This is an optimization exercise on Yosys and OpenROAD, whose aim is small area, not a production implementation. Function was not checked in any run shown here: the RTL went through the layout flow alone. Power and IR drop assume default switching activity.

## design/flow/config.mk

```make
export PLATFORM = sky130hd
export DESIGN_NAME = mvm_top
export DESIGN_NICKNAME = mvm_top
export VERILOG_FILES = /design/flow/design.v
export SDC_FILE = /design/flow/constraint.sdc
export NUM_CORES = 4
export LEC_CHECK = 0
export ABC_AREA = 1
export CAP_MARGIN = 20
export CORE_AREA = 4 4 236 236
export DIE_AREA = 0 0 240 240
export SLEW_MARGIN = 20
export SYNTH_HIERARCHICAL = 1
```

## design/flow/constraint.sdc

```tcl
create_clock -name core_clock -period 32.0 [get_ports {CLOCK_50}]
set_input_delay 6.4000 -clock core_clock [delete_from_list [all_inputs] [get_ports {CLOCK_50}]]
set_output_delay 6.4000 -clock core_clock [all_outputs]
set_load 0.01 [all_outputs]
```

## design/flow/design.v

```verilog
module mvm_seq_sat (
    input  logic         CLOCK_50,
    input  logic         reset_n,
    input  logic         in_valid,
    output logic         in_ready,
    input  logic [511:0] w,
    input  logic [63:0]  u,
    output logic         out_valid,
    input  logic         out_ready,
    output logic [63:0]  v,
    output logic [7:0]   sat_flag
);
    logic        busy_q, done_q, fl_q, ph_q;
    logic [5:0]  cnt_q;
    logic [7:0]  wq [64];
    logic [7:0]  uq [8];
    logic [7:0]  fq;
    logic        load;
    logic        first, last, lastrow;
    logic [7:0]  acc_q;
    assign in_ready  = reset_n && !busy_q && !done_q && !fl_q && !ph_q;
    assign out_valid = done_q;
    assign load      = in_valid && in_ready;
    assign first     = (cnt_q[2:0] == 3'd0);
    assign last      = (cnt_q == 6'd63);
    assign lastrow   = (cnt_q[5:3] == 3'd7);
    assign acc_q     = wq[63];
    logic [7:0]  wh, uh, m, a, s, acc_n;
    logic [14:0] pn;
    logic        pov, sgn, sov;
    mul8s u_mul (
        .a (wh),
        .b (uh),
        .pn(pn)
    );
    always_comb begin
        wh     = wq[0] ^ {8{ph_q}};
        uh     = uq[0] ^ {8{ph_q}};
        pov    = !((&pn[14:7]) || !(|pn[14:7]));
        sgn    = wq[0][7] ^ uq[0][7];
        m      = pov ? {sgn, {7{!sgn}}} : ~pn[7:0];
        a      = first ? 8'd0 : acc_q;
        s      = a + m;
        sov    = (a[7] == m[7]) && (s[7] != a[7]);
        acc_n  = sov ? {a[7], {7{!a[7]}}} : s;
    end
    always_ff @(posedge CLOCK_50 or negedge reset_n) begin
        if (!reset_n) begin
            busy_q <= 1'b0;
            done_q <= 1'b0;
            fl_q   <= 1'b1;
            ph_q   <= 1'b0;
            cnt_q  <= 6'd0;
        end else begin
            ph_q  <= !ph_q;
            cnt_q <= cnt_q + {5'd0, busy_q | fl_q};
            if (load) begin
                busy_q <= 1'b1;
            end else if (busy_q && last) begin
                busy_q <= 1'b0;
                done_q <= 1'b1;
            end else if (done_q && out_ready) begin
                done_q <= 1'b0;
                fl_q   <= 1'b1;
            end else if (fl_q && last) begin
                fl_q <= 1'b0;
            end
        end
    end
    always_ff @(posedge CLOCK_50) begin
        for (int k = 0; k < 64; k++) begin
            if (!(done_q && (k % 8 == 7))) begin
                wq[k] <= ~(({8{load}} & w[k*8 +: 8]) |
                           ((k == 63) ? (busy_q ? ~acc_n : {8{ph_q}}) : wq[k+1]));
            end
        end
        for (int i = 0; i < 8; i++) begin
            uq[i] <= ~(({8{load}} & u[i*8 +: 8]) |
                       ((i == 7) ? (lastrow ? {8{ph_q}} : uq[0]) : uq[i+1]));
        end
        if (busy_q) begin
            if (first) begin
                for (int r = 0; r < 7; r++) begin
                    fq[r] <= fq[r+1];
                end
                fq[7] <= pov || sov;
            end else begin
                fq[7] <= fq[7] || pov || sov;
            end
        end
    end
    always_comb begin
        for (int r = 0; r < 8; r++) begin
            v[r*8 +: 8] = wq[r*8 + 7];
        end
        sat_flag = fq;
    end
endmodule
module mul8s (
    input  logic [7:0]  a,
    input  logic [7:0]  b,
    output logic [14:0] pn
);
    logic c66, c68, c70, c72, c74, c76, c78, c80, c82, c84, c86, c88;
    logic c90, c92, c94, c96, c98, c100, c102, c104, c106, c108, c110, c112;
    logic c114, c116, c118, c120, c122, c124, c126, c128, c130, c132, c134, c136;
    logic c138, c140, c142, c144, c146, c148, c150, c152, c154, c156, c158, c160;
    logic c162, c164, c166, c168, c170, c172, c174, c176, p1, p2, p3, p4;
    logic p5, p6, p7, p8, p9, p10, p11, p12, p13, p14, p15, p16;
    logic p17, p18, p19, p20, p21, p22, p23, p24, p25, p26, p27, p28;
    logic p29, p30, p31, p32, p33, p34, p35, p36, p37, p38, p39, p40;
    logic p41, p42, p43, p44, p45, p46, p47, p48, p49, p50, p51, p52;
    logic p53, p54, p55, p56, p57, p58, p59, p60, p61, p62, p63, p64;
    logic s65, s67, s69, s71, s73, s75, s77, s79, s81, s83, s85, s87;
    logic s89, s91, s93, s95, s97, s99, s101, s103, s105, s107, s109, s111;
    logic s113, s115, s117, s119, s121, s123, s125, s127, s129, s131, s133, s135;
    logic s137, s139, s141, s143, s145, s147, s149, s151, s153, s155, s157, s159;
    logic s161, s163, s165, s167, s169, s171, s173, s175;
    assign p1 = ~(a[0] & b[0]);
    assign p2 = ~(a[0] & b[1]);
    assign p3 = ~(a[1] & b[0]);
    assign p4 = ~(a[0] & b[2]);
    assign p5 = ~(a[1] & b[1]);
    assign p6 = ~(a[2] & b[0]);
    assign p7 = ~(a[0] & b[3]);
    assign p8 = ~(a[1] & b[2]);
    assign p9 = ~(a[2] & b[1]);
    assign p10 = ~(a[3] & b[0]);
    assign p11 = ~(a[0] & b[4]);
    assign p12 = ~(a[1] & b[3]);
    assign p13 = ~(a[2] & b[2]);
    assign p14 = ~(a[3] & b[1]);
    assign p15 = ~(a[4] & b[0]);
    assign p16 = ~(a[0] & b[5]);
    assign p17 = ~(a[1] & b[4]);
    assign p18 = ~(a[2] & b[3]);
    assign p19 = ~(a[3] & b[2]);
    assign p20 = ~(a[4] & b[1]);
    assign p21 = ~(a[5] & b[0]);
    assign p22 = ~(a[0] & b[6]);
    assign p23 = ~(a[1] & b[5]);
    assign p24 = ~(a[2] & b[4]);
    assign p25 = ~(a[3] & b[3]);
    assign p26 = ~(a[4] & b[2]);
    assign p27 = ~(a[5] & b[1]);
    assign p28 = ~(a[6] & b[0]);
    assign p29 = (a[0] & b[7]);
    assign p30 = ~(a[1] & b[6]);
    assign p31 = ~(a[2] & b[5]);
    assign p32 = ~(a[3] & b[4]);
    assign p33 = ~(a[4] & b[3]);
    assign p34 = ~(a[5] & b[2]);
    assign p35 = ~(a[6] & b[1]);
    assign p36 = (a[7] & b[0]);
    assign p37 = (a[1] & b[7]);
    assign p38 = ~(a[2] & b[6]);
    assign p39 = ~(a[3] & b[5]);
    assign p40 = ~(a[4] & b[4]);
    assign p41 = ~(a[5] & b[3]);
    assign p42 = ~(a[6] & b[2]);
    assign p43 = (a[7] & b[1]);
    assign p44 = (a[2] & b[7]);
    assign p45 = ~(a[3] & b[6]);
    assign p46 = ~(a[4] & b[5]);
    assign p47 = ~(a[5] & b[4]);
    assign p48 = ~(a[6] & b[3]);
    assign p49 = (a[7] & b[2]);
    assign p50 = (a[3] & b[7]);
    assign p51 = ~(a[4] & b[6]);
    assign p52 = ~(a[5] & b[5]);
    assign p53 = ~(a[6] & b[4]);
    assign p54 = (a[7] & b[3]);
    assign p55 = (a[4] & b[7]);
    assign p56 = ~(a[5] & b[6]);
    assign p57 = ~(a[6] & b[5]);
    assign p58 = (a[7] & b[4]);
    assign p59 = (a[5] & b[7]);
    assign p60 = ~(a[6] & b[6]);
    assign p61 = (a[7] & b[5]);
    assign p62 = (a[6] & b[7]);
    assign p63 = (a[7] & b[6]);
    assign p64 = ~(a[7] & b[7]);
    hn1 u_s65 (.a(p22), .b(p23), .s(s65), .co(c66));
    fa1 u_s67 (.a(p29), .b(p30), .c(p31), .s(s67), .co(c68));
    hn1 u_s69 (.a(p32), .b(p33), .s(s69), .co(c70));
    fa1 u_s71 (.a(p37), .b(p38), .c(p39), .s(s71), .co(c72));
    fa1 u_s73 (.a(p40), .b(p41), .c(p42), .s(s73), .co(c74));
    fa1 u_s75 (.a(p44), .b(p45), .c(p46), .s(s75), .co(c76));
    hn1 u_s77 (.a(p11), .b(p12), .s(s77), .co(c78));
    fa1 u_s79 (.a(p16), .b(p17), .c(p18), .s(s79), .co(c80));
    hn1 u_s81 (.a(p19), .b(p20), .s(s81), .co(c82));
    fa1 u_s83 (.a(s65), .b(p24), .c(p25), .s(s83), .co(c84));
    fa1 u_s85 (.a(p26), .b(p27), .c(p28), .s(s85), .co(c86));
    fa1 u_s87 (.a(s67), .b(s69), .c(p34), .s(s87), .co(c88));
    fa1 u_s89 (.a(p35), .b(p36), .c(c66), .s(s89), .co(c90));
    fa1 u_s91 (.a(s71), .b(s73), .c(p43), .s(s91), .co(c92));
    ha1 u_s93 (.a(c68), .b(c70), .s(s93), .co(c94));
    fa1 u_s95 (.a(s75), .b(p47), .c(p48), .s(s95), .co(c96));
    fa1 u_s97 (.a(p49), .b(c72), .c(c74), .s(s97), .co(c98));
    fa1 u_s99 (.a(p50), .b(p51), .c(p52), .s(s99), .co(c100));
    fa1 u_s101 (.a(p53), .b(p54), .c(c76), .s(s101), .co(c102));
    fa1 u_s103 (.a(p55), .b(p56), .c(p57), .s(s103), .co(c104));
    hn1 u_s105 (.a(p7), .b(p8), .s(s105), .co(c106));
    fa1 u_s107 (.a(s77), .b(p13), .c(p14), .s(s107), .co(c108));
    fa1 u_s109 (.a(s79), .b(s81), .c(p21), .s(s109), .co(c110));
    fa1 u_s111 (.a(s83), .b(s85), .c(c80), .s(s111), .co(c112));
    fa1 u_s113 (.a(s87), .b(s89), .c(c84), .s(s113), .co(c114));
    fa1 u_s115 (.a(s91), .b(s93), .c(c88), .s(s115), .co(c116));
    fa1 u_s117 (.a(s95), .b(s97), .c(c92), .s(s117), .co(c118));
    fa1 u_s119 (.a(s99), .b(s101), .c(c96), .s(s119), .co(c120));
    fa1 u_s121 (.a(s103), .b(p58), .c(c100), .s(s121), .co(c122));
    fa1 u_s123 (.a(p59), .b(p60), .c(p61), .s(s123), .co(c124));
    hn1 u_s125 (.a(p4), .b(p5), .s(s125), .co(c126));
    fa1 u_s127 (.a(s105), .b(p9), .c(p10), .s(s127), .co(c128));
    fa1 u_s129 (.a(s107), .b(p15), .c(c106), .s(s129), .co(c130));
    fa1 u_s131 (.a(s109), .b(c78), .c(c108), .s(s131), .co(c132));
    fa1 u_s133 (.a(s111), .b(c82), .c(c110), .s(s133), .co(c134));
    fa1 u_s135 (.a(s113), .b(c86), .c(c112), .s(s135), .co(c136));
    fa1 u_s137 (.a(s115), .b(c90), .c(c114), .s(s137), .co(c138));
    fa1 u_s139 (.a(s117), .b(c94), .c(c116), .s(s139), .co(c140));
    fa1 u_s141 (.a(s119), .b(c98), .c(c118), .s(s141), .co(c142));
    fa1 u_s143 (.a(s121), .b(c102), .c(c120), .s(s143), .co(c144));
    fa1 u_s145 (.a(s123), .b(c104), .c(c122), .s(s145), .co(c146));
    fa1 u_s147 (.a(p62), .b(p63), .c(c124), .s(s147), .co(c148));
    hn1 u_s149 (.a(p2), .b(p3), .s(s149), .co(c150));
    fa1 u_s151 (.a(s125), .b(p6), .c(c150), .s(s151), .co(c152));
    fa1 u_s153 (.a(s127), .b(c126), .c(c152), .s(s153), .co(c154));
    fa1 u_s155 (.a(s129), .b(c128), .c(c154), .s(s155), .co(c156));
    fa1 u_s157 (.a(s131), .b(c130), .c(c156), .s(s157), .co(c158));
    fa1 u_s159 (.a(s133), .b(c132), .c(c158), .s(s159), .co(c160));
    fa1 u_s161 (.a(s135), .b(c134), .c(c160), .s(s161), .co(c162));
    fa1 u_s163 (.a(s137), .b(c136), .c(c162), .s(s163), .co(c164));
    fa1 u_s165 (.a(s139), .b(c138), .c(c164), .s(s165), .co(c166));
    fa1 u_s167 (.a(s141), .b(c140), .c(c166), .s(s167), .co(c168));
    fa1 u_s169 (.a(s143), .b(c142), .c(c168), .s(s169), .co(c170));
    fa1 u_s171 (.a(s145), .b(c144), .c(c170), .s(s171), .co(c172));
    fa1 u_s173 (.a(s147), .b(c146), .c(c172), .s(s173), .co(c174));
    fa1 u_s175 (.a(p64), .b(c148), .c(c174), .s(s175), .co(c176));
    assign pn = {s175, s173, s171, s169, s167, s165, s163, s161, s159, s157, s155, s153, s151, s149, p1};
endmodule
module fa1 (
    input  logic a,
    input  logic b,
    input  logic c,
    output logic s,
    output logic co
);
    assign s  = a ^ b ^ c;
    assign co = (a & b) | (a & c) | (b & c);
endmodule
module ha1 (
    input  logic a,
    input  logic b,
    output logic s,
    output logic co
);
    assign s  = a ^ b;
    assign co = a & b;
endmodule
module hn1 (
    input  logic a,
    input  logic b,
    output logic s,
    output logic co
);
    assign s  = ~(a ^ b);
    assign co = a | b;
endmodule
module mvm_top (
    input  logic         CLOCK_50,
    input  logic         reset_n,
    input  logic         in_valid,
    output logic         in_ready,
    input  logic [511:0] w,
    input  logic [63:0]  u,
    output logic         out_valid,
    input  logic         out_ready,
    output logic [63:0]  v,
    output logic [7:0]   sat_flag
);
    mvm_seq_sat u_mvm (
        .CLOCK_50 (CLOCK_50),
        .reset_n  (reset_n),
        .in_valid (in_valid),
        .in_ready (in_ready),
        .w        (w),
        .u        (u),
        .out_valid(out_valid),
        .out_ready(out_ready),
        .v        (v),
        .sat_flag (sat_flag)
    );
endmodule
```

## design/flow/flow/run.sh

```bash
#!/bin/bash
set -euo pipefail
export PRE_GLOBAL_PLACE_TCL="$PWD/flow/downsize.tcl"
export BUFFER_PORTS_ARGS="-buffer_cell sky130_fd_sc_hd__buf_1"
export CTS_ARGS="-sink_clustering_enable -repair_clock_nets -dont_use_dummy_load -buf_list sky130_fd_sc_hd__clkbuf_8 -sink_clustering_size 18 -sink_clustering_max_diameter 100"
bash standard.sh finish > run_standard.log 2>&1
```

## design/flow/flow/downsize.tcl

```tcl
# Before global placement: give every combinational cell the smallest drive
# strength of its own cell family (same function and pins). Synthesis maps
# some gates at larger drives; at this clock period none needs it, and the
# later repair steps still buffer or resize wherever slew or capacitance
# requires it.
set block [ord::get_db_block]
set n 0
set saved 0.0
foreach inst [$block getInsts] {
  set master [$inst getMaster]
  set name [$master getName]
  if {![regexp {^(sky130_fd_sc_hd__[a-z0-9]+)_([0-9]+)$} $name -> base drive]} { continue }
  if {[regexp {df|dl|sdf|edf|tap|fill|decap|diode|conb|clkbuf|clkinv|clkdly} $base]} { continue }
  set area [expr {[$master getWidth] * [$master getHeight]}]
  set best $name
  set best_area $area
  foreach d {0 1 2 3 4 6 8 12 16} {
    set cand "${base}_$d"
    if {$cand eq $name} { continue }
    set m [[ord::get_db] findMaster $cand]
    if {$m eq "NULL" || $m eq ""} { continue }
    set lc [get_lib_cells -quiet */$cand]
    if {[llength $lc] == 0} { continue }
    if {[get_property $lc dont_use]} { continue }
    set a [expr {[$m getWidth] * [$m getHeight]}]
    if {$a < $best_area} { set best $cand; set best_area $a }
  }
  if {$best ne $name} {
    replace_cell [$inst getName] $best
    incr n
    set saved [expr {$saved + ($area - $best_area) / 1e6}]
  }
}
puts "downsize: resized $n cells, saved $saved um^2"
```

## design/flow/standard.sh

```bash
#!/bin/bash
# synth_recipe.tcl (not shown) runs the flow's synth.tcl, then flattens the netlist and writes it again
# the make line also repeats each setting of config.mk as NAME=value (left out here)
make -C /OpenROAD-flow-scripts/flow DESIGN_CONFIG=/design/flow/config.mk WORK_HOME=/design/flow/orfs CLKGATE_MAP_FILE= SYNTH_SCRIPT=/design/flow/synth_recipe.tcl "${@:-finish}"
```

==> results of run 1 <==
[layout by cell type, fill, tap and decap left out, drive strengths merged]
cell type	netlist	final
xor2	20	20
ha	17	17
nand3	13	13
nor2	25	25
nand4	3	3
xnor2	4	4
a21oi	574	574
dfrtp	9	9
fa	49	49
diode	0	5
clkinv	0	1
dfstp	1	1
inv	84	83
dfxtp	512	512
edfxtp	72	72
o21ai	9	9
buf	97	658
clkbuf	0	38
nand2	135	135
a221oi	8	8
[state kept, by name, indices dropped and copies added, names as in the netlist]
register      cells
u_mvm.cnt_q       6
u_mvm.busy_q      1
u_mvm.wq        512
u_mvm.ph_q        1
u_mvm.fl_q        1
u_mvm.uq         64
u_mvm.done_q      1
u_mvm.fq          8
[through the flow]
step           hold WS [ns]  instances  area (µm²)  total power [mW]
2_1_floorplan         0.365       1632       19000              1.06
3_3_place_gp          0.365       2881       21400              1.15
3_5_place_dp          0.368       2881       21400              1.16
4_1_cts               0.374       2919       21900              1.48
5_1_grt               0.390       2920       22000              1.54
6_report              0.366       2924       22000              1.46
[layout make-up]
cell class / instances / area [µm²]
multi-input combinational: 857 / 5080
inverter: 84 / 324
clock buffer: 38 / 523
tap: 688 / 861
timing repair buffer: 658 / 2500
antenna: 5 / 12.5
sequential: 594 / 12700
fill: 5267 / 31000
[cell families (layout without fill, tap and decap cells)]
| family | after synthesis | count (layout) | synth area share, % |
|---|---|---|---|
| fa+ha+maj | 66 | 66 | 6.29 |
| buf+inv | 181 | 780 | 6.47 |
| flops | 594 | 594 | 66.7 |
| simple gates | 176 | 176 | 3.70 |
| xor+xnor | 24 | 24 | 1.11 |
| other cells | 0 | 5 | 0 |
| compound gates | 591 | 591 | 15.7 |
[power groups by stage]
stage | Clock, mW | Sequential (mW) | Combinational, mW
2_1_floorplan | 0 | 0.988 | 0.0752
3_3_place_gp | 0 | 1.00 | 0.145
3_5_place_dp | 0 | 1.00 | 0.152
4_1_cts | 0.336 | 0.991 | 0.152
5_1_grt | 0.362 | 1.00 | 0.175
6_report | 0.323 | 0.989 | 0.149
[per-module statistics from Yosys (local to each module, per instance), excerpt]
module       cell area [µm²]  cells inside  flops+latches  copies in the design
fa1                     20.0             1              0                    48
ha1                     12.5             1              0                     1
mul8s                    548           109              0                     1
mvm_seq_sat            17300          1439            594                     1
hn1                     27.5             5              0                     7
[worst max-delay path, stage by stage]
cell and delay (ns):
sky130_fd_sc_hd__buf_1 0.46, sky130_fd_sc_hd__nand3_1 0.15, sky130_fd_sc_hd__nor2_1 0.20, sky130_fd_sc_hd__buf_1 0.21
[worst max path at each step]
stage	startpoint	end	slack, ns	cells past startpoint
floorplan	reset_n	in_ready	18.92	2
global placement	reset_n	in_ready	18.17	4
detailed placement	reset_n	in_ready	18.16	4
CTS	reset_n	in_ready	18.14	4
global route	reset_n	in_ready	18.01	4
finish	reset_n	in_ready	18.18	4
[per-layer routing]
metal  wire, µm  track usage [%]  share of wire (%)
met1      21100             20.6                 39
met5         21                0              0.039
met3       4580             5.30                8.5
met2      26300             30.2                 49
met4       1530             5.65                2.8
==> impl_results.html, run 1 <==
<table>
<tr><th>Metric</th><th>Value</th></tr>
<tr><th colspan="2">Power</th></tr>
<tr><td>Peak VDD IR</td><td>0.0579 mV</td></tr>
<tr><td>Leakage power figure</td><td>8.90 nW</td></tr>
<tr><td>Design internal power</td><td>1.10 mW</td></tr>
<tr><td>Sequential power share</td><td>67.7%</td></tr>
<tr><td>Clock power frac</td><td>22.1%</td></tr>
<tr><td>Combinational share of power</td><td>10.2%</td></tr>
<tr><td>Switching share of power</td><td>24.6%</td></tr>
<tr><td>Switching power summed over all nets</td><td>0.359 mW</td></tr>
<tr><td>Power per cell area</td><td>66.6 nW/µm²</td></tr>
<tr><th colspan="2">Worst setup path</th></tr>
<tr><td>Critical path fanouts, max</td><td>11</td></tr>
<tr><td>Critical Path Source Type</td><td>input pin</td></tr>
<tr><td>Signal arrival time at the worst endpoint</td><td>7.42 ns</td></tr>
<tr><td>Worst Reg2Reg Path Length in Cells</td><td>35</td></tr>
<tr><td>Required time of the critical path</td><td>25.60 ns</td></tr>
<tr><td>Worst reg2reg path startpoint</td><td>u_mvm.ph_q</td></tr>
<tr><td>Element type at the critical path end</td><td>output pin</td></tr>
<tr><td>Category of the most critical setup path</td><td>input pin to output pin</td></tr>
<tr><td>Capturing point of the worst reg2reg path</td><td>u_mvm.wq[63][3]</td></tr>
<tr><td>Worst reg2reg setup slack</td><td>21.98 ns</td></tr>
<tr><th colspan="2">Job</th></tr>
<tr><td>Maxcap violations</td><td>0</td></tr>
<tr><th colspan="2">Drt</th></tr>
<tr><td>DRT antenna net count</td><td>0</td></tr>
<tr><td>Final wirelength</td><td>53600 µm</td></tr>
<tr><td>Wirelength per Cell</td><td>18.3 µm</td></tr>
<tr><td>Drt drc</td><td>0</td></tr>
<tr><td>TritonRoute pass-1 iters</td><td>4</td></tr>
<tr><td>Violation count after the first detailed-route iteration</td><td>589</td></tr>
<tr><td>Number of vias after detailed routing</td><td>13700</td></tr>
<tr><td>Vias per Instance</td><td>4.68</td></tr>
<tr><th colspan="2">Logic synthesis</th></tr>
<tr><td>Mean instance size in the synthesized netlist</td><td>11.6 µm²</td></tr>
<tr><td>Leading register cell type out of synthesis</td><td>sky130_fd_sc_hd__dfxtp_1</td></tr>
<tr><td>Most frequent cell after synthesis</td><td>sky130_fd_sc_hd__a21oi_1</td></tr>
<tr><td>FF+latch count, synth</td><td>594</td></tr>
<tr><td>Dominant cell type by area after synthesis</td><td>sky130_fd_sc_hd__dfxtp_1</td></tr>
<tr><td>Top cells by area in the synthesized netlist</td><td>sky130_fd_sc_hd__dfxtp_1 (54%), sky130_fd_sc_hd__a21oi_1 (15%), sky130_fd_sc_hd__edfxtp_1 (11%)</td></tr>
<tr><td>Number of warnings printed during yosys synthesis</td><td>9</td></tr>
<tr><td>Sequential-to-total area share from yosys stat</td><td>66.7%</td></tr>
<tr><td>Post-synthesis instance area</td><td>19000 µm²</td></tr>
<tr><td>Unique masters post-synth</td><td>26</td></tr>
<tr><td>Synthesized netlist net count</td><td>2278</td></tr>
<tr><td>Async set-or-reset flop fraction in the synthesized netlist</td><td>1.68%</td></tr>
<tr><td>Proportion of netlist area held by the largest area contributor</td><td>54.0%</td></tr>
<tr><td>Cells after synthesis</td><td>1632</td></tr>
<tr><td>Cell types with the highest counts after synthesis</td><td>sky130_fd_sc_hd__a21oi_1 (574), sky130_fd_sc_hd__dfxtp_1 (512), sky130_fd_sc_hd__nand2_1 (134)</td></tr>
<tr><td>Post-synth EDFFs</td><td>72</td></tr>
<tr><th colspan="2">Hold path</th></tr>
<tr><td>Path category of the worst min-delay check</td><td>register to register</td></tr>
<tr><td>Cell count of the worst hold path</td><td>1</td></tr>
<tr><td>Hold Startpoint</td><td>u_mvm.wq[52][0]</td></tr>
<tr><td>Capture endpoint of the worst hold path</td><td>u_mvm.wq[51][0]</td></tr>
<tr><th colspan="2">GRT</th></tr>
<tr><td>Pin count of the biggest net entering global routing</td><td>234</td></tr>
<tr><td>Global-route wire length before repair</td><td>77300 µm</td></tr>
<tr><td>Via count of the first global-routing pass</td><td>13900</td></tr>
<tr><td>Global-route usage over all layers</td><td>17.4%</td></tr>
<tr><td>Grt total ovfl</td><td>0</td></tr>
<tr><td>Number of antenna violations at the first check in global routing</td><td>4</td></tr>
<tr><th colspan="2">STA</th></tr>
<tr><td>Tcrit/Tclk final</td><td>43.2%</td></tr>
<tr><td>Final number of max-transition violations</td><td>0</td></tr>
<tr><td>Worst clock skew</td><td>0.0455 ns</td></tr>
<tr><td>Shortest period the worst path allows</td><td>13.82 ns</td></tr>
<tr><td>Unrepaired setup endpoints after global routing</td><td>false</td></tr>
<tr><td>Number of setup violations in the final report</td><td>0</td></tr>
<tr><td>Final hold violation count</td><td>0</td></tr>
<tr><td>Fin worst setup slack</td><td>18.18 ns</td></tr>
<tr><td>Worst-case headroom to the max-slew limit</td><td>25.8%</td></tr>
<tr><td>Setup TNS Final</td><td>0 ns</td></tr>
<tr><td>Max Freq</td><td>72.3 MHz</td></tr>
<tr><td>Slew @ Worst Pin</td><td>1.11 ns</td></tr>
<tr><th colspan="2">Clocking</th></tr>
<tr><td>Count of cells resized by post-cts repair</td><td>0</td></tr>
<tr><td>Clock buffer count from CTS</td><td>38</td></tr>
<tr><td>CTS tree</td><td>done</td></tr>
<tr><td>Clock transition time at the flip-flop clock pins of the worst setup and hold paths</td><td>0.11 ns</td></tr>
<tr><td>Number of buffers inserted by hold repair at cts</td><td>0</td></tr>
<tr><td>Clock buffer depth</td><td>3</td></tr>
<tr><td>Insertion delay to the later sink of the worst-skew pair</td><td>0.60 ns</td></tr>
<tr><td>Clock root buffer</td><td>sky130_fd_sc_hd__clkbuf_8</td></tr>
<tr><td>H-tree depth reported by CTS</td><td>2</td></tr>
<tr><td>Clock net sink count</td><td>594</td></tr>
<tr><td>Post CTS Setup Buffer Count</td><td>0</td></tr>
<tr><th colspan="2">Floorplanning</th></tr>
<tr><td>Horizontal extent of the die</td><td>240 µm</td></tr>
<tr><td>I/O pin total</td><td>654</td></tr>
<tr><td>DIE AREA</td><td>57600 µm²</td></tr>
<tr><td>Site Rows</td><td>84</td></tr>
<tr><td>Initial Util</td><td>35.8%</td></tr>
<tr><td>Area of the core</td><td>53000 µm²</td></tr>
<tr><td>Die height</td><td>240 µm</td></tr>
<tr><th colspan="2">Status</th></tr>
<tr><td>Result of the run</td><td>complete, no violations</td></tr>
<tr><th colspan="2">Placed design</th></tr>
<tr><td>Worst slack, placed</td><td>18.16 ns</td></tr>
<tr><td>Final HPWL DP</td><td>41500 µm</td></tr>
<tr><td>Port Buffers</td><td>653</td></tr>
<tr><td>Final weighted congestion in routability-driven placement</td><td>0.895</td></tr>
<tr><th colspan="2">Final layout</th></tr>
<tr><td>Post-synthesis to final-layout area growth</td><td>15.7%</td></tr>
<tr><td>Net count, final</td><td>2879</td></tr>
<tr><td>Post-layout util</td><td>41.5%</td></tr>
<tr><td>Ratio of cells with drive above 1 in the final layout</td><td>2.15%</td></tr>
</table>
==> run 2: changes to the inputs <==
--- a/design/flow/design.v
+++ b/design/flow/design.v
@@ -16,6 +16,7 @@
     logic [7:0]  uq [8];
+    logic [7:0]  acc_q;
+    logic        facc_q;
     logic [7:0]  fq;
     logic        load;
-    logic        first, last, lastrow;
-    logic [7:0]  acc_q;
+    logic        first, lastcol, last, lastrow, inj;
     assign in_ready  = reset_n && !busy_q && !done_q && !fl_q && !ph_q;
@@ -24,8 +25,9 @@
     assign first     = (cnt_q[2:0] == 3'd0);
+    assign lastcol   = (cnt_q[2:0] == 3'd7);
     assign last      = (cnt_q == 6'd63);
     assign lastrow   = (cnt_q[5:3] == 3'd7);
-    assign acc_q     = wq[63];
+    assign inj       = busy_q && lastcol;
     logic [7:0]  wh, uh, m, a, s, acc_n;
     logic [14:0] pn;
-    logic        pov, sgn, sov;
+    logic        pov, sgn, sov, flag_n;
     mul8s u_mul (
@@ -45,2 +47,3 @@
         acc_n  = sov ? {a[7], {7{!a[7]}}} : s;
+        flag_n = (!first && facc_q) || pov || sov;
     end
@@ -73,3 +76,3 @@
                 wq[k] <= ~(({8{load}} & w[k*8 +: 8]) |
-                           ((k == 63) ? (busy_q ? ~acc_n : {8{ph_q}}) : wq[k+1]));
+                           ((k == 63) ? (inj ? ~acc_n : {8{ph_q}}) : wq[k+1]));
             end
@@ -80,11 +83,9 @@
         end
-        if (busy_q) begin
-            if (first) begin
-                for (int r = 0; r < 7; r++) begin
-                    fq[r] <= fq[r+1];
-                end
-                fq[7] <= pov || sov;
-            end else begin
-                fq[7] <= fq[7] || pov || sov;
+        acc_q  <= acc_n;
+        facc_q <= flag_n;
+        if (inj) begin
+            for (int r = 0; r < 7; r++) begin
+                fq[r] <= fq[r+1];
             end
+            fq[7] <= flag_n;
         end
==> design/flow/flow/run.sh (replaced) <==
#!/bin/bash
set -euo pipefail
export PRE_GLOBAL_PLACE_TCL="$PWD/flow/downsize.tcl"
export BUFFER_PORTS_ARGS="-buffer_cell sky130_fd_sc_hd__buf_1"
export CTS_ARGS="-sink_clustering_enable -repair_clock_nets -dont_use_dummy_load -sink_clustering_size 25 -sink_clustering_max_diameter 100"
bash standard.sh finish > run_standard.log 2>&1
--- a/design/flow/config.mk
+++ b/design/flow/config.mk
@@ -9,4 +9,4 @@
 export CAP_MARGIN = 20
-export CORE_AREA = 4 4 236 236
-export DIE_AREA = 0 0 240 240
+export CORE_MARGIN = 2
+export CORE_UTILIZATION = 40
 export SLEW_MARGIN = 20
==> run 2 against run 1 <==
Compared with the run above:
- still clean on timing, DRC and antenna
- wire length rose by 0.58%
- clock skew rose by 0.0013 ns
- global-route usage rose by 3.0 points
- critical endpoint unchanged
- largest power group unchanged
- highest routed layer unchanged
==> impl_results.html, run 2 <==
<table>
<tr><th>Metric</th><th>Value</th></tr>
<tr><th colspan="2">Worst setup path</th></tr>
<tr><td>Required time of the critical path</td><td>25.60 ns</td></tr>
<tr><td>Stage delay of the slowest cell on the critical path</td><td>0.45 ns</td></tr>
<tr><td>Critical Path Source Type</td><td>input pin</td></tr>
<tr><td>Signal arrival time at the worst endpoint</td><td>7.36 ns</td></tr>
<tr><td>Crit path max-delay cell type</td><td>sky130_fd_sc_hd__buf_1</td></tr>
<tr><td>Critical path fanouts, max</td><td>11</td></tr>
<tr><td>Most common cell on crit path</td><td>sky130_fd_sc_hd__buf_1</td></tr>
<tr><td>Cells along the critical path</td><td>buf_1 &gt; nand3_1 &gt; nor2_1 &gt; buf_1</td></tr>
<tr><td>Category of the most critical setup path</td><td>input pin to output pin</td></tr>
<tr><td>Element type at the critical path end</td><td>output pin</td></tr>
<tr><th colspan="2">Logic synthesis</th></tr>
<tr><td>Post-synth EDFFs</td><td>72</td></tr>
<tr><td>Cell types with the highest counts after synthesis</td><td>sky130_fd_sc_hd__dfxtp_1 (521), sky130_fd_sc_hd__a21oi_1 (475), sky130_fd_sc_hd__nand2_1 (116)</td></tr>
<tr><td>Post-synthesis instance area</td><td>19400 µm²</td></tr>
<tr><td>Number of warnings printed during yosys synthesis</td><td>9</td></tr>
<tr><td>Dominant cell type by area after synthesis</td><td>sky130_fd_sc_hd__dfxtp_1</td></tr>
<tr><td>Sequential-to-total area share from yosys stat</td><td>66.1%</td></tr>
<tr><td>Top cells by area in the synthesized netlist</td><td>sky130_fd_sc_hd__dfxtp_1 (54%), sky130_fd_sc_hd__a21oi_1 (12%), sky130_fd_sc_hd__edfxtp_1 (11%)</td></tr>
<tr><td>Async set-or-reset flop fraction in the synthesized netlist</td><td>1.66%</td></tr>
<tr><td>FF+latch count, synth</td><td>603</td></tr>
<tr><td>Leading register cell type out of synthesis</td><td>sky130_fd_sc_hd__dfxtp_1</td></tr>
<tr><td>Cells after synthesis</td><td>1642</td></tr>
<tr><td>Proportion of netlist area held by the largest area contributor</td><td>53.7%</td></tr>
<tr><td>Unique masters post-synth</td><td>31</td></tr>
<tr><td>Synthesized netlist net count</td><td>2288</td></tr>
<tr><td>Mean instance size in the synthesized netlist</td><td>11.8 µm²</td></tr>
<tr><td>Most frequent cell after synthesis</td><td>sky130_fd_sc_hd__dfxtp_1</td></tr>
<tr><th colspan="2">GRT</th></tr>
<tr><td>Number of antenna violations at the first check in global routing</td><td>13</td></tr>
<tr><td>Via count of the first global-routing pass</td><td>13800</td></tr>
<tr><td>Global-route usage over all layers</td><td>20.3%</td></tr>
<tr><td>Pin count of the biggest net entering global routing</td><td>224</td></tr>
<tr><td>Grt total ovfl</td><td>0</td></tr>
<tr><td>Global-route wire length before repair</td><td>77900 µm</td></tr>
<tr><th colspan="2">STA</th></tr>
<tr><td>Setup TNS Final</td><td>0 ns</td></tr>
<tr><td>Number of setup violations in the final report</td><td>0</td></tr>
<tr><td>Worst clock skew</td><td>0.0467 ns</td></tr>
<tr><td>Tcrit/Tclk final</td><td>43.0%</td></tr>
<tr><td>Shortest period the worst path allows</td><td>13.76 ns</td></tr>
<tr><td>Final hold violation count</td><td>0</td></tr>
<tr><td>Unrepaired setup endpoints after global routing</td><td>false</td></tr>
<tr><td>Slew @ Worst Pin</td><td>1.13 ns</td></tr>
<tr><td>Worst-case headroom to the max-slew limit</td><td>24.9%</td></tr>
<tr><td>Final number of max-transition violations</td><td>0</td></tr>
<tr><td>Fin worst setup slack</td><td>18.24 ns</td></tr>
<tr><td>Max Freq</td><td>72.7 MHz</td></tr>
<tr><th colspan="2">Final layout</th></tr>
<tr><td>Fill cell instance count of the final layout</td><td>4576</td></tr>
<tr><td>Multi-input gate area in the final layout</td><td>5080 µm²</td></tr>
<tr><td>Registers with the highest flip-flop counts</td><td>u_mvm.wq (512), u_mvm.uq (64)</td></tr>
<tr><td>Ratio of cells with drive above 1 in the final layout</td><td>1.88%</td></tr>
<tr><td>Total area of sequential cells</td><td>12800 µm²</td></tr>
<tr><td>Post-layout util</td><td>46.6%</td></tr>
<tr><td>Net count, final</td><td>2881</td></tr>
<tr><td>Post-synthesis to final-layout area growth</td><td>14.8%</td></tr>
<tr><td>Final design area excluding fillers</td><td>22300 µm²</td></tr>
<tr><td>Most common cell after layout, fill and taps aside</td><td>sky130_fd_sc_hd__buf_1</td></tr>
<tr><td>Register with the highest flop count</td><td>u_mvm.wq</td></tr>
<tr><td>Max FFs per register</td><td>512</td></tr>
<tr><td>Most used cells in the layout excluding fill and tap cells</td><td>sky130_fd_sc_hd__buf_1 (653), sky130_fd_sc_hd__a21oi_1 (575), sky130_fd_sc_hd__dfxtp_1 (521), sky130_fd_sc_hd__nand2_1 (116), sky130_fd_sc_hd__inv_1 (87)</td></tr>
<tr><th colspan="2">Floorplanning</th></tr>
<tr><td>Site Rows</td><td>80</td></tr>
<tr><td>Initial Util</td><td>40.6%</td></tr>
<tr><td>Horizontal extent of the die</td><td>224 µm</td></tr>
<tr><td>I/O pin total</td><td>654</td></tr>
<tr><td>Area of the core</td><td>47800 µm²</td></tr>
<tr><td>Die height</td><td>224 µm</td></tr>
<tr><td>DIE AREA</td><td>50400 µm²</td></tr>
<tr><th colspan="2">Power</th></tr>
<tr><td>Leakage power figure</td><td>9.23 nW</td></tr>
<tr><td>Peak VDD IR</td><td>0.0447 mV</td></tr>
<tr><td>Power per cell area</td><td>55.7 nW/µm²</td></tr>
<tr><th colspan="2">Clocking</th></tr>
<tr><td>Count of cells resized by post-cts repair</td><td>0</td></tr>
<tr><td>Clock root buffer</td><td>sky130_fd_sc_hd__clkbuf_16</td></tr>
<tr><td>Clock buffer depth</td><td>3</td></tr>
<tr><td>Insertion delay to the later sink of the worst-skew pair</td><td>0.60 ns</td></tr>
<tr><td>Clock buffer count from CTS</td><td>28</td></tr>
<tr><td>Clock net sink count</td><td>603</td></tr>
<tr><td>CTS tree</td><td>done</td></tr>
<tr><td>Clock transition time at the flip-flop clock pins of the worst setup and hold paths</td><td>0.10 ns</td></tr>
<tr><td>Number of buffers inserted by hold repair at cts</td><td>0</td></tr>
<tr><td>H-tree depth reported by CTS</td><td>1</td></tr>
<tr><td>Post CTS Setup Buffer Count</td><td>0</td></tr>
<tr><th colspan="2">Hold path</th></tr>
<tr><td>Path category of the worst min-delay check</td><td>register to register</td></tr>
<tr><th colspan="2">Placed design</th></tr>
<tr><td>Worst slack, placed</td><td>18.21 ns</td></tr>
<tr><td>Final weighted congestion in routability-driven placement</td><td>0.924</td></tr>
<tr><td>Port Buffers</td><td>653</td></tr>
<tr><td>Final HPWL DP</td><td>41700 µm</td></tr>
<tr><td>Cell area after placement</td><td>21600 µm²</td></tr>
<tr><th colspan="2">Drt</th></tr>
<tr><td>Violation count after the first detailed-route iteration</td><td>607</td></tr>
<tr><td>Wirelength per Cell</td><td>18.8 µm</td></tr>
<tr><td>Drt drc</td><td>0</td></tr>
<tr><td>Final wirelength</td><td>53900 µm</td></tr>
<tr><td>DRT antenna net count</td><td>0</td></tr>
<tr><td>Number of vias after detailed routing</td><td>13700</td></tr>
<tr><td>Vias per Instance</td><td>4.78</td></tr>
<tr><td>TritonRoute pass-1 iters</td><td>4</td></tr>
<tr><th colspan="2">Status</th></tr>
<tr><td>Result of the run</td><td>complete, no violations</td></tr>
<tr><th colspan="2">Job</th></tr>
<tr><td>Maxcap violations</td><td>0</td></tr>
</table>
run 2: layer usage:
metal	global-route usage [%]	routed length, µm	vias to the layer above
met3	5.32	4120	77
li1	-	-	6708
met5	0	22	-
met1	23.6	21200	6406
met2	36.4	26900	475
met4	6.88	1580	4
run 2: per-stage QoR:
stage	cells	total power, mW	hold slack (ns)
5_1_grt	2857	1.29	0.375
4_1_cts	2847	1.26	0.372
3_3_place_gp	2819	0.880	0.366
6_report	2860	1.24	0.369
2_1_floorplan	1642	0.844	0.365
3_5_place_dp	2819	0.883	0.368
run 2: cell type report:
| cell class | instances | area share (%) |
|---|---|---|
| multi-input cells | 850 | 22.8 |
| clock buffers | 28 | 3.14 |
| well taps | 615 | 3.45 |
| diodes | 12 | 0.135 |
| inverters | 91 | 1.54 |
| flip-flops and latches | 603 | 57.6 |
| repair buffers | 661 | 11.4 |
run 2: power breakdown:
group / switching (mW) / total, mW / internal, mW
combinational: 0.0309 / 0.0603 / 0.0294
sequential: 0.0106 / 0.805 / 0.794
clock: 0.223 / 0.379 / 0.156
run 2: logic make-up (layout without fill, tap and decap cells):
kind of cell	count (synthesis)	count (layout)	synth area share, %
flops	603	603	66.1
xor+xnor	24	24	1.08
compound gates	596	596	17.5
simple gates	164	164	3.37
fa+ha+maj	66	66	6.14
buf+inv	189	780	5.84
other cells	0	12	0
run 2: path summary, 6_finish.rpt:
path	start	endpoint	slack [ns]	cells after the start
worst max-delay path	reset_n	in_ready	18.24	4
worst min-delay path	u_mvm.wq[5][1]	u_mvm.wq[4][1]	0.37	1
worst max register to register	u_mvm.ph_q	u_mvm.wq[63][1]	21.63	34
worst min register to register	u_mvm.wq[5][1]	u_mvm.wq[4][1]	0.37	1
max in group asynchronous	reset_n	u_mvm.done_q	25.82	1
min in group asynchronous	reset_n	u_mvm.cnt_q[4]	5.79	1
run 2: worst max-delay path: cells and delay by family:
kind	cells	cell delay (ns)
AND/OR/NAND/NOR	2	0.34
buffers and inverters	2	0.61
run 2: per-module statistics from Yosys (local to each module, per instance), excerpt:
module | flip-flops and latches | copies in the design | area (µm²) | cells
fa1 | 0 | 48 | 20.0 | 1
mul8s | 0 | 1 | 548 | 109
mvm_seq_sat | 603 | 1 | 17700 | 1449
ha1 | 0 | 1 | 12.5 | 1
hn1 | 0 | 7 | 27.5 | 5

[separate check: timing with driven ports]
The results above use ideal ports. As a check the final layouts listed here were re-extracted and re-timed, cells and wires unchanged. Step 1 sets driving cells, clkbuf_16 on the clock port and buf_2 on the other inputs (assumed; they add their load-dependent delay and slew). Step 2 times the ports against the registers' clock, not the clock port: input delays grow and output delays shrink by t, the midpoint of the rising clock arrivals with the driver on. a / b / c = ideal / step 1 / step 2; a / b = the first two.
| run | shift t [ns] | setup slack, ns | worst setup path after step 2 | clock arrival spread, ns | slew at the worst register clock pin (ns) |
|---|---|---|---|---|---|
| run 1 | 0.631 | 18.177 / 18.122 / 18.122 | input to output | 0.054 / 0.054 | 0.11 / 0.11 |
| run 2 | 0.635 | 18.242 / 18.212 / 18.212 | input to output | 0.052 / 0.052 | 0.10 / 0.10 |
After both steps setup and hold are still met in every run listed. The setup slack of run 1, which loses most, moves by -0.055 ns with the drivers and by -0.055 ns with both steps.
